What follows belongs to an exercise in optimizing a design on an open flow for small area, a short achievable clock period and few clock cycles per item; a production flow would make more cautious choices. The RTL was checked by simulation tests, not by an equivalence proof against the original design. Power and IR drop assume default switching activity.

## rational_arithmetic_unit
module rational_arithmetic_unit (
   input  logic        clock,
   input  logic        reset,
   input  logic        req_valid,
   output logic        req_ready,
   input  logic [2:0]  req_op,
   input  logic [31:0] req_a_num,
   input  logic [31:0] req_a_den,
   input  logic [31:0] req_b_num,
   input  logic [31:0] req_b_den,
   output logic        rsp_valid,
   input  logic        rsp_ready,
   output logic [31:0] rsp_res_num,
   output logic [30:0] rsp_res_den,
   output logic        rsp_less,
   output logic        rsp_greater,
   output logic        rsp_equal,
   output logic        rsp_zero_den,
   output logic        rsp_overflow
);
   localparam logic [2:0] M_IDLE = 3'd0;
   localparam logic [2:0] M_MUL1 = 3'd1;    
   localparam logic [2:0] M_MUL2 = 3'd2;    
   localparam logic [2:0] M_COMB = 3'd3;    
   localparam logic [2:0] M_MUL3 = 3'd4;    
   localparam logic [2:0] M_DONE = 3'd5;    
   logic        pre_ok_ff, pre_deq_ff, pre_eq_ff, pre_sw1_ff, pre_sw2_ff, pre_sw3_ff;
   logic [31:0] rx, ry;
   function automatic logic [7:0] sig8(input logic [31:0] x);
      logic [31:0] m;
      m = x ^ {32{x[31]}};
      for (int k = 0; k < 8; k++) sig8[k] = |m[4*k +: 4];
   endfunction
   function automatic logic smaller(input logic [31:0] x, input logic [31:0] y);
      smaller = sig8(y) > sig8(x);
   endfunction
   function automatic logic [2:0] booth(input logic [2:0] b, input logic inv);
      booth[2] = (b != 3'b000) && (b != 3'b111);
      booth[1] = (b == 3'b011) || (b == 3'b100);
      booth[0] = (b != 3'b000) && (b != 3'b111) && (b[2] ^ inv);
   endfunction
   logic accept;
   assign rx = req_a_num;
   assign ry = (req_op == rau_pkg::OP_MUL) ? req_b_num : req_b_den;
   always_ff @(posedge clock) begin
      pre_ok_ff  <= req_valid && !accept && !reset;
      pre_deq_ff <= (req_a_den == req_b_den);
      pre_eq_ff  <= (req_a_num == req_b_num) && (req_a_den == req_b_den);
      pre_sw1_ff <= smaller(rx, ry);
      pre_sw2_ff <= smaller(req_a_den, (req_op == rau_pkg::OP_MUL) ? req_b_den : req_b_num);
      pre_sw3_ff <= smaller(req_a_den, req_b_den);
   end
   logic [2:0]  ms_ff, ms_in;
   logic [2:0]  op_ff, op_in;
  ...
Size in the first run: ~430 flip-flops, ~210 I/O pins, about 0.041 sq mm of cells after synthesis.
Settings: LEC_CHECK=0, CAP_MARGIN=20, CORE_MARGIN=2, CORE_UTILIZATION=40, CTS_BUF_LIST=sky130_fd_sc_hd__clkbuf_8, SETUP_SLACK_MARGIN=3.0, SLEW_MARGIN=20; clock period 7.0 ns.
run.sh (not shown) runs the stock make flow with config.mk's settings and CLKGATE_MAP_FILE= SYNTH_SCRIPT=/design/flow/synth_recipe.tcl, a recipe that flattens the netlist after the stock synthesis.
Testbench counts at the start, summed over its fixed seeds: cycles 31,150, items 2,400.
Then changed:
--- a/flow/design.v
+++ b/flow/design.v
@@ -311,37 +311,30 @@
    assign d2    = {1'b0, v_ff} - {1'b0, u_ff};
    assign sab   = a_ff + b_ff;
    assign scd   = c_ff + d_ff;
    assign uv_eq = (u_ff == v_ff);
    assign x_mag = bx_ff[31] ? -bx_ff : bx_ff;
    assign y_mag = by_ff[31] ? -by_ff : by_ff;
-   logic [31:0] su, sv;
-   logic [3:0]  pu, pv;
-   assign su = g_take ? x_mag : u_ff;
-   assign sv = g_take ? y_mag : v_ff;
-   assign pu = g_take ? bx_ff[3:0] : u_ff[3:0];    
-   assign pv = g_take ? by_ff[3:0] : v_ff[3:0];
    logic        g_uodd, g_vodd, g_both, g_done, g_usel, g_vsel, g_shac, g_shbd, g_adda, g_addb;
-   logic [3:0]  g_x;
-   logic [31:0] g_u, g_v, g_a, g_b, g_c, g_d;
+   logic [31:0] g_x, g_u, g_v, g_a, g_b, g_c, g_d;
    logic [1:0]  g_t;          
-   assign g_uodd = pu[0];
-   assign g_vodd = pv[0];
+   assign g_uodd = u_ff[0];
+   assign g_vodd = v_ff[0];
    assign g_both = g_uodd && g_vodd;
    assign g_done = g_both && uv_eq;
-   assign g_x    = g_both ? d1[3:0] : (!g_uodd && !g_vodd) ? (pu | pv)
-                 : !g_uodd ? pu : pv;
+   assign g_x    = g_both ? d1[31:0] : (!g_uodd && !g_vodd) ? (u_ff | v_ff)
+                 : !g_uodd ? u_ff : v_ff;
    assign g_t    = g_x[1] ? 2'd0 : g_x[2] ? 2'd1 : g_x[3] ? 2'd2 : 2'd3;
    assign g_usel = g_both ? !d1[32] : !g_uodd;
    assign g_vsel = g_both ?  d1[32] : !g_vodd;
    assign g_shac = g_both ? !d1[32] : (!g_uodd && g_vodd);
    assign g_shbd = g_both ?  d1[32] : (g_uodd && !g_vodd);
    assign g_adda = g_both &&  d1[32];
    assign g_addb = g_both && !d1[32];
-   assign g_u    = {1'b0, (g_both ? d1[31:1] : su[31:1])} >> g_t;
-   assign g_v    = {1'b0, (g_both ? d2[31:1] : sv[31:1])} >> g_t;
+   assign g_u    = {1'b0, (g_both ? d1[31:1] : u_ff[31:1])} >> g_t;
+   assign g_v    = {1'b0, (g_both ? d2[31:1] : v_ff[31:1])} >> g_t;
    assign g_a    = {a_ff[30:0], 1'b0} << g_t;
    assign g_b    = {b_ff[30:0], 1'b0} << g_t;
    assign g_c    = {c_ff[30:0], 1'b0} << g_t;
    assign g_d    = {d_ff[30:0], 1'b0} << g_t;
    always_comb begin
       gs_in      = gs_ff;
@@ -379,19 +372,18 @@
                   zd_in      = 1'b1;
                   out_vld_in = 1'b1;
                end else if (bxz_ff) begin
                   out_vld_in = 1'b1;
                end else begin
                   sgn_in = bx_ff[31] ^ by_ff[31];
-                  u_in   = (!g_uodd) ? g_u : x_mag;
-                  v_in   = (!g_vodd) ? g_v : y_mag;
-                  a_in   = (g_uodd || !g_vodd) ? 32'd1 : (32'd2 << g_t);
-                  if (bx_ff[31] ^ by_ff[31]) a_in = -a_in;
+                  u_in   = x_mag;
+                  v_in   = y_mag;
+                  a_in   = (bx_ff[31] ^ by_ff[31]) ? '1 : 32'd1;
                   b_in   = 32'd0;
                   c_in   = 32'd0;
-                  d_in   = (g_vodd || !g_uodd) ? 32'd1 : (32'd2 << g_t);
+                  d_in   = 32'd1;
                   gs_in  = 1'b1;
                end
             end
             default: out_vld_in = 1'b1;
          endcase
       end else if (gs_ff) begin
Result: The changed run finished clean; total power drops by about 3.5%; worst hold slack gets worse by 0.0060 ns; clock power hardly moves; worst setup slack improves by 0.077 ns; non-clock buffer count drops by 42; sequential share of layout area goes up by 1.4 points; wire length fell by 11%; via count decreases by 8.1%; combinational power came out lower by about 5%; core utilization goes down by 0.19 points; cell area fell by 5.2%.
Testbench counts after the change, summed over its fixed seeds: cycles 32,307, items 2,400.

static timing again, ports no longer ideal:
No port has a modelled driver above. Below, the same layouts with a new extraction and two added sets of constraints. Step 1 assumes that a clkbuf_16 drives the clock port and a buf_2 every other input. Step 2 times the ports against the registers' clock, not the clock port: input delays grow and output delays shrink by t, the midpoint of the rising clock arrivals with the driver on. a / b / c = no drivers / after step 1 / after step 2; a / b = the first two.
run | t, ns | setup slack, ns | worst setup path after step 2
the first run | 0.777 | 3.043 / 3.043 / 2.492 | input to register
the second run | 0.786 | 3.120 / 3.081 / 2.385 | input to register
After both steps setup and hold are still met in every run listed. The setup slack of the second run, which loses most, moves by -0.039 ns with the drivers and by -0.735 ns with both steps.
